This is an optimization exercise on Yosys and OpenROAD, whose aim is small area, a short achievable clock period and few clock cycles per item, not a production implementation.
Where RTL was checked, it was by simulation tests only, not by an equivalence proof against the original.
Only the layout flow was run in run 1; the RTL was not checked for function there.

==> flow/design.v, too long to show whole: its modules and the start of the top module <==
// module pag_div_stage: 885 lines
// module pag_mac: 1485 lines
// module pag_fa: 10 lines
// module pag_ha: 9 lines
// module pag_clip: 411 lines
// module pixel_arithmetic_gain_offset: 274 lines
module pixel_arithmetic_gain_offset
(
    input  logic        clk,
    input  logic        rst_n,
    input  logic        psel,
    input  logic        penable,
    input  logic        pwrite,
    input  logic [3:0]  paddr,
    input  logic [31:0] pwdata,
    output logic [31:0] prdata,
    output logic        pready,
    input  logic        s_axis_tvalid,
    output logic        s_axis_tready,
    input  logic [15:0] s_axis_tdata,    
    output logic        m_axis_tvalid,
    input  logic        m_axis_tready,
    output logic [7:0]  m_axis_tdata     
);
  // ...
==> flow/flow/run.sh <==
#!/bin/bash
set -o pipefail
export BUFFER_PORTS_ARGS="-buffer_cell sky130_fd_sc_hd__buf_4"
export SETUP_SLACK_MARGIN=15.2
bash standard.sh > standard.log 2>&1
==> flow/standard.sh <==
#!/bin/bash
# synth_recipe.tcl (not shown) runs the flow's synth.tcl, then flattens the netlist and writes it again
# the make line also repeats each setting of config.mk as NAME=value (left out here)
make -C /OpenROAD-flow-scripts/flow DESIGN_CONFIG=/design/flow/config.mk WORK_HOME=/design/flow/orfs CLKGATE_MAP_FILE= SYNTH_SCRIPT=/design/flow/synth_recipe.tcl "${@:-finish}"
==> flow/config.mk <==
export PLATFORM = sky130hd
export DESIGN_NAME = pixel_arithmetic_gain_offset
export DESIGN_NICKNAME = pixel_arithmetic_gain_offset
export VERILOG_FILES = /design/flow/design.v
export SDC_FILE = /design/flow/constraint.sdc
export NUM_CORES = 4
export LEC_CHECK = 0
export ABC_AREA = 1
export CAP_MARGIN = 20
export CORE_MARGIN = 2
export CORE_UTILIZATION = 40
export PLACE_DENSITY = 0.6
export SLEW_MARGIN = 65
==> flow/constraint.sdc <==
create_clock -name core_clock -period 20.0 [get_ports {clk}]
set_input_delay 4.0000 -clock core_clock [delete_from_list [all_inputs] [get_ports {clk}]]
set_output_delay 4.0000 -clock core_clock [all_outputs]
set_load 0.01 [all_outputs]
==> results.toml, run 1 <==
[die]
die_w_um = 350.1
taps = 1600
rows = 126
io_pins = 102

[detailed_routing]
drt_iter0_drc = 5993
dr_wl_met3_um = 25570
wl_per_cell_um = 28.22
ant_nets = 0

[cells_and_area]
seq_cell_count = 389
fillers = 11720
seqCellArea_um2 = 10570
postLayoutCellArea_um2 = 53830
largest_registers = "c3: 57 flops, s3: 57 flops, k1: 33 flops"
n_all_inverters = 1074

[place]
port_buffers = 98
place_area_um2 = 50520
gp_congestion = 1.094
pre_cts_ws_ns = 14.40
hpwl_um = 151300

[clock_tree]
post_cts_buffers = 27
root_buffer = "clkbuf_16"

[grt]
use_met1_pct = 46.35
top_usage_layer = "met2"
grt_max_degree = 79

[synthesis]
synth_fp_nets = 6625
synthTopCellsByCount = "inv_1 (1016), nand2_1 (798), o22ai_1 (578), xor2_1 (568), fa_1 (505)"
yosysTopAreaCell = "fa_1"
synth_compound_area_share_pct = 16.12
synth_most_common_cell = "inv_1"
synth_ff_type = "edfxtp_1"

[timing]
hold_viol_final = 0
tns_ns = 0
final_max_slew_viol_count = 0

[setup_path]
rr_worst_depth = 26
rrSetupSlack_ns = 14.91
path_max_fanout = 2

[outcome]
outcome = "complete, no violations"
==> module pixel_arithmetic_gain_offset, before the edit <==
module pixel_arithmetic_gain_offset
(
    input  logic        clk,
    input  logic        rst_n,
    input  logic        psel,
    input  logic        penable,
    input  logic        pwrite,
    input  logic [3:0]  paddr,
    input  logic [31:0] pwdata,
    output logic [31:0] prdata,
    output logic        pready,
    input  logic        s_axis_tvalid,
    output logic        s_axis_tready,
    input  logic [15:0] s_axis_tdata,    
    output logic        m_axis_tvalid,
    input  logic        m_axis_tready,
    output logic [7:0]  m_axis_tdata     
);
    logic [31:0] gain_reg;
    logic [31:0] offset_reg;
    logic [2:0]  operation_reg;
    logic [2:0]  wr_sel;        
    logic [31:0] rd_data;
    assign pready = 1'b1;
    always_ff @(posedge clk or negedge rst_n)
    begin
        if (!rst_n)
        begin
            wr_sel <= '0;
        end
        else
        begin
            wr_sel[0] <= psel && !penable && pwrite && (paddr[3:2] == 2'd0);
            wr_sel[1] <= psel && !penable && pwrite && (paddr[3:2] == 2'd1);
            wr_sel[2] <= psel && !penable && pwrite && (paddr[3:2] == 2'd2);
        end
    end
    always_ff @(posedge clk or negedge rst_n)
    begin
        if (!rst_n)
        begin
            gain_reg      <= pag_pkg::GAIN_RESET;
            offset_reg    <= pag_pkg::OFFSET_RESET;
            operation_reg <= pag_pkg::OP_RESET;
        end
        else
        begin
            if (wr_sel[0])
            begin
                gain_reg <= pwdata;
            end
            if (wr_sel[1])
            begin
                offset_reg <= pwdata;
            end
            if (wr_sel[2])
            begin
                operation_reg <= pwdata[2:0];
            end
        end
    end
    logic [15:0] g_one, g_two, g_neg;
    always_ff @(posedge clk)
    begin
        for (int j = 0; j < 16; j++)
        begin
            logic b2, b1, b0;
            b2 = gain_reg[2*j+1];
            b1 = gain_reg[2*j];
            b0 = (j > 0) ? gain_reg[2*j-1] : 1'b0;
            g_one[j] <= b1 ^ b0;
            g_two[j] <= (b2 & !b1 & !b0) | (!b2 & b1 & b0);
            g_neg[j] <= b2;
        end
    end
    always_comb
    begin
        case (paddr[3:2])
            2'd0:    rd_data = gain_reg;
            2'd1:    rd_data = offset_reg;
            2'd2:    rd_data = {29'd0, operation_reg};
            default: rd_data = '0;
        endcase
    end
    always_ff @(posedge clk)
    begin
        prdata <= rd_data;
    end
    logic adv;           
    logic v0, v1, v2, v3;
    logic out_v, skid_v;
    logic [7:0] out_d, skid_d;
    logic [7:0] pix;
    logic adv_q, busy_q;
    assign adv           = adv_q;
    assign skid_v        = !adv_q;
    assign s_axis_tready = !busy_q;
    always_ff @(posedge clk or negedge rst_n)
    begin
        if (!rst_n)
        begin
            v0 <= 1'b0;
            v1 <= 1'b0;
            v2 <= 1'b0;
            v3 <= 1'b0;
        end
        else if (adv)
        begin
            v0 <= s_axis_tvalid;
            v1 <= v0;
            v2 <= v1;
            v3 <= v2;
        end
    end
    always_ff @(posedge clk or negedge rst_n)
    begin
        if (!rst_n)
        begin
            out_v  <= 1'b0;
            adv_q  <= 1'b1;
            busy_q <= 1'b0;
        end
        else if (skid_v)
        begin
            if (m_axis_tready)
            begin
                adv_q  <= 1'b1;
                busy_q <= 1'b0;
            end
        end
        else if (!out_v || m_axis_tready)
        begin
            out_v <= v3;
        end
        else if (v3)
        begin
            adv_q  <= 1'b0;
            busy_q <= 1'b1;
        end
    end
    always_ff @(posedge clk)
    begin
        if (skid_v)
        begin
            if (m_axis_tready)
            begin
                out_d <= skid_d;
            end
        end
        else if (!out_v || m_axis_tready)
        begin
            out_d <= pix;
        end
        else
        begin
            skid_d <= pix;
        end
    end
    assign m_axis_tvalid = out_v;
    assign m_axis_tdata  = out_d;
    logic [7:0] a0, b0;
    logic [2:0] op0;
    always_ff @(posedge clk)
    begin
        if (adv)
        begin
            a0  <= s_axis_tdata[7:0];
            b0  <= s_axis_tdata[15:8];
            op0 <= operation_reg;
        end
    end
    logic [4:0]        a1_one, a1_two, a1_neg;    
    logic [32:0]       k1;
    logic signed [8:0] c1;
    logic              div1;
    always_ff @(posedge clk)
    begin
        if (adv)
        begin
            logic signed [8:0] sa, sb;
            sa = $signed({1'b0, a0});
            sb = $signed({1'b0, b0});
            for (int j = 0; j < 5; j++)
            begin
                logic b2, b1, b0;
                b2 = (j < 4) ? a0[2*j+1] : 1'b0;
                b1 = (j < 4) ? a0[2*j] : 1'b0;
                b0 = (j > 0) ? a0[2*j-1] : 1'b0;
                a1_one[j] <= b1 ^ b0;
                a1_two[j] <= (b2 & !b1 & !b0) | (!b2 & b1 & b0);
                a1_neg[j] <= b2;
            end
            div1 <= (op0 == 3'd4) && (b0 != 8'd0);
            case (op0)
                3'd0:
                begin
                    k1 <= 33'd1;
                    c1 <= sb;
                end
                3'd1:
                begin
                    k1 <= 33'd1;
                    c1 <= -sb;
                end
                3'd2:
                begin
                    k1 <= 33'd0;
                    c1 <= (a0 >= b0) ? (sa - sb) : (sb - sa);
                end
                3'd3:
                begin
                    k1 <= {25'd0, b0};
                    c1 <= '0;
                end
                3'd4:
                begin
                    k1 <= (b0 == 8'd0) ? 33'(pag_pkg::ZERO_DIV_FACTOR) : pag_pkg::recip(b0);
                    c1 <= '0;
                end
                default:
                begin
                    k1 <= 33'd1;
                    c1 <= '0;
                end
            endcase
        end
    end
    logic signed [25:0] m1, m2;
    logic               div2;
    pag_div_stage u_op (
        .aone (a1_one),
        .atwo (a1_two),
        .aneg (a1_neg),
        .k   (k1),
        .c   (c1),
        .div (div1),
        .m   (m1)
    );
    always_ff @(posedge clk)
    begin
        if (adv)
        begin
            m2   <= m1;
            div2 <= div1;
        end
    end
    logic [57:0] s2w, c2w, s3, c3;
    logic        div3;
    pag_mac u_mac (
        .m (m2),
        .one (g_one),
        .two (g_two),
        .neg (g_neg),
        .o (offset_reg),
        .d (div2),
        .s (s2w),
        .c (c2w)
    );
    always_ff @(posedge clk)
    begin
        if (adv)
        begin
            s3   <= s2w;
            c3   <= c2w;
            div3 <= div2;
        end
    end
    pag_clip u_clip (
        .s   (s3),
        .c   (c3),
        .d   (div3),
        .pix (pix)
    );
endmodule
==> run 2: changes to the inputs <==
--- a/flow/design.v
+++ b/flow/design.v
@@ -2906,10 +2906,9 @@
     logic out_v, skid_v;
     logic [7:0] out_d, skid_d;
     logic [7:0] pix;
-    logic adv_q, busy_q;
-    assign adv           = adv_q;
-    assign skid_v        = !adv_q;
-    assign s_axis_tready = !busy_q;
+    logic rdy_q;         
+    assign adv           = !skid_v;
+    assign s_axis_tready = rdy_q;
     always_ff @(posedge clk or negedge rst_n)
     begin
         if (!rst_n)
@@ -2932,15 +2931,15 @@
         if (!rst_n)
         begin
             out_v  <= 1'b0;
-            adv_q  <= 1'b1;
-            busy_q <= 1'b0;
+            skid_v <= 1'b0;
+            rdy_q  <= 1'b1;
         end
         else if (skid_v)
         begin
             if (m_axis_tready)
             begin
-                adv_q  <= 1'b1;
-                busy_q <= 1'b0;
+                skid_v <= 1'b0;
+                rdy_q  <= 1'b1;
             end
         end
         else if (!out_v || m_axis_tready)
@@ -2949,8 +2948,8 @@
         end
         else if (v3)
         begin
-            adv_q  <= 1'b0;
-            busy_q <= 1'b1;
+            skid_v <= 1'b1;
+            rdy_q  <= 1'b0;
         end
     end
     always_ff @(posedge clk)
==> flow/run.sh (new file) <==
#!/bin/bash
# synth_recipe.tcl (not shown) runs the flow's synth.tcl, then flattens the netlist and writes it again
# the make line also repeats each setting of config.mk as NAME=value (left out here)
make -C /OpenROAD-flow-scripts/flow DESIGN_CONFIG=/design/flow/config.mk WORK_HOME=/design/flow/orfs CLKGATE_MAP_FILE= SYNTH_SCRIPT=/design/flow/synth_recipe.tcl finish
removed: flow/flow/run.sh
removed: flow/standard.sh
==> results.toml, run 2 <==
[synthesis]
async_flop_share_pct = 19.79
synthTopCellsByCount = "inv_1 (1016), nand2_1 (818), o22ai_1 (572), xor2_1 (571), fa_1 (505)"
synthTopCellsByArea = "fa_1 (21%), edfxtp_1 (15%), xor2_1 (10%)"
synth.distinct_cells = 68
synth_most_common_cell = "inv_1"
postSynthCellCount = 5819
yosysSeqAreaShare_pct = 21.97
synth.top_cell.area_share_pct = 21.15
synth_area_um2 = 47790
syn_avg_cell_area_um2 = 8.213
yosysWarnings = 2
ys_seq_elements = 389
synth_ff_type = "edfxtp_1"
synth_fp_nets = 6632
synth_edf_count = 232
yosysTopAreaCell = "fa_1"

[setup_path]
critPathTopFamily = "buffers and inverters"
crit_path_start_kind = "flip-flop"
critPathArrivalTime_ns = 1.72
worst_setup_path_end_kind = "primary output"
worstPathCellList = "clkdlybuf4s50_1"
slowest_delay_ns = 0.62
path_class = "flip-flop to primary output"
cp.required_ns = 16.00
cp_slowest_cell = "clkdlybuf4s50_1"
r2r_start = "a1_two[0]"
path_buf_inv = 1
cp-startpoint = "prdata[1]"
path_max_fanout = 1

[timing]
min_period_ns = 5.721
tns_ns = 0
final_max_slew_viol_count = 0
clock_skew_ns = 0.04202
worst_slack_ns = 14.28
holdWs_ns = 0.3719
setup_violations = 0
fmax_mhz = 174.8
worstMarginPinSlew_ns = 0.5735
period_share_pct = 28.61
hold_viol_final = 0
rsz0062_at_grt = "false"
slew_headroom_pct = 61.51

[grt]
grt_max_degree = 109
antenna_found_initial = 11
grt_pass1_vias = 43830
grt_first_pass_wirelength_um = 304400
overflow = 0
groute.usage.overall_pct = 34.20

[detailed_routing]
wirelength_um = 208600
drt_iter0_drc = 5264
firstDrtPassIters = 6
vias_per_cell = 6.015
ant_nets = 0
wl_per_cell_um = 28.54
drcViolationCount = 0
vias = 43980

[cells_and_area]
postLayoutCellArea_um2 = 52340
areaGrowthSynthToFinish_pct = 9.519
fin_cells = 7311
final_cell_mix = "inv_1 (994), nand2_1 (807), o22ai_1 (572)"
largest_registers = "c3: 57 flops, s3: 57 flops, k1: 33 flops"
layout-drive-gt1-share_pct = 6.415
layout_commonest_cell = "inv_1"
finish.net_count = 6547

[place]
gp_congestion = 1.046
dp_cells = 7216
pre_cts_ws_ns = 14.14
hpwl_um = 154500
port_buffers = 98
place_area_um2 = 50680

[die]
die_h_um = 349.7
die-area_um2 = 122300
initial_core_util_pct = 40.42
die_w_um = 349.7
io_pins = 102
rows = 126
core_area_um2 = 118200

[clock_tree]
cts.clk_slew.worst_paths_ns = 0.06
cts.sinks = 389
postCtsHoldBufs = 0
cts_max_path_buffers = 3
post_cts_buffers = 0
root_buffer = "clkbuf_16"
cts.repair.resized = 0
clk-insertion-delay-late_ns = 0.64
cts_buffers = 44
h-tree-depth = 2
tritoncts = "yes"

[outcome]
outcome = "complete, no violations"

[job]
cap_violations = 0

[min_path]
min_from = "gain_reg[31]"
hold_path_class = "flip-flop to flip-flop"
[run 2: cell count changes after synthesis, moves of 5 or more]
cell / before / now
nor2_1: 268 / 281
o21ai_1: 17 / 11
o22ai_1: 578 / 572
o221ai_1: 22 / 27
buf_6: 15 / 2
o211ai_1: 49 / 43
nand2_1: 798 / 818
o21ai_0: 295 / 307
nand3_1: 187 / 181
a21oi_1: 210 / 203
[run 2: area by class of cell]
| cell class | count | area [um2] |
|---|---|---|
| Antenna cell | 7 | 17.52 |
| Clock buffer | 59 | 1252 |
| Clock inverter | 21 | 188.9 |
| Fill cell | 11790 | 65900 |
| Inverter | 1069 | 4133 |
| Multi-Input combinational cell | 4001 | 32050 |
| Sequential cell | 389 | 10520 |
| Tap cell | 1536 | 1922 |
| Timing Repair Buffer | 229 | 2262 |
[run 2: per-stage QoR]
stage | util [%]
floorplan | -
global placement | 42.30
detailed placement | 42.87
CTS | 44.08
global route | 44.26
finish | 44.27
[run 2: kinds of logic after synthesis]
| kind of cell | synth area share, % |
|---|---|
| simple gates | 11.62 |
| buf+inv | 11.61 |
| mux | 0.1387 |
| other cells | 0.007846 |
| compound gates | 16.13 |
| flops | 21.97 |
| xor+xnor | 10.85 |
| fa+ha+maj | 27.67 |
[run 2: worst register-to-register path, stage by stage, from the launching register on]
cell and delay [ns]:
edfxtp_1 0.41, inv_1 0.07, buf_4 0.37, o22ai_1 0.19
xor2_1 0.19, fa_1 0.56, inv_1 0.06, fa_1 0.50
fa_1 0.42, fa_1 0.55, inv_1 0.04, ha_1 0.34
nand2_1 0.08, nor2_1 0.19, and2_1 0.15, nand2_1 0.06
nand2_2 0.23, nand2_1 0.11, nand2_2 0.16, inv_1 0.08
fa_1 0.38, xnor2_1 0.13, nand2_1 0.06, o21ai_0 0.08
[run 2: path summary, 6_finish.rpt]
kind	endpoint	cells after the start	slack, ns
max in group asynchronous	wr_sel[0]	3	15.83
min in group asynchronous	v0	1	3.27
worst min register to register	g_neg[15]	0	0.37
worst max register to register	m2[17]	23	14.33
worst min-delay path	g_neg[15]	0	0.37
worst max-delay path	prdata[1]	1	14.28
[run 2: per-layer routing]
metal  GRT usage, %  vias up  share of wire [%]
met3          9.727      609                 12
met5              0        -              0.035
li1               -    18860                  -
met1          46.67    21730                 41
met4          16.66        6                6.0
met2          49.64     2769                 41
Testbench counts of run 2, summed over its fixed seeds: cycles 25,056, items 24,576.

-- what the ideal ports hide --
The results above use ideal ports. As a check the final layouts listed here were re-extracted and re-timed, cells and wires unchanged. Step 1 assumes that a clkbuf_16 drives the clock port and a buf_2 every other input. Step 2 adds t to the input delays and takes it off the output delays; t is the mean of the earliest and latest rising clock arrival at the registers after step 1. Input paths then give back, and output paths get back, about the clock's delay inside the block. Three values: no drivers, after step 1, after step 2; two values: the first two.
| run | t (ns) | slack for setup (ns) | worst data-port slew with drivers (ns) |
|---|---|---|---|
| run 1 | 0.718 | 14.806 / 14.728 / 14.602 | 0.15 |
| run 2 | 0.692 | 14.279 / 14.204 / 14.197 | 0.23 |
After both steps every run listed still meets setup and hold. The setup slack of run 1, which loses most, moves by -0.078 ns with the drivers and by -0.204 ns with both steps.
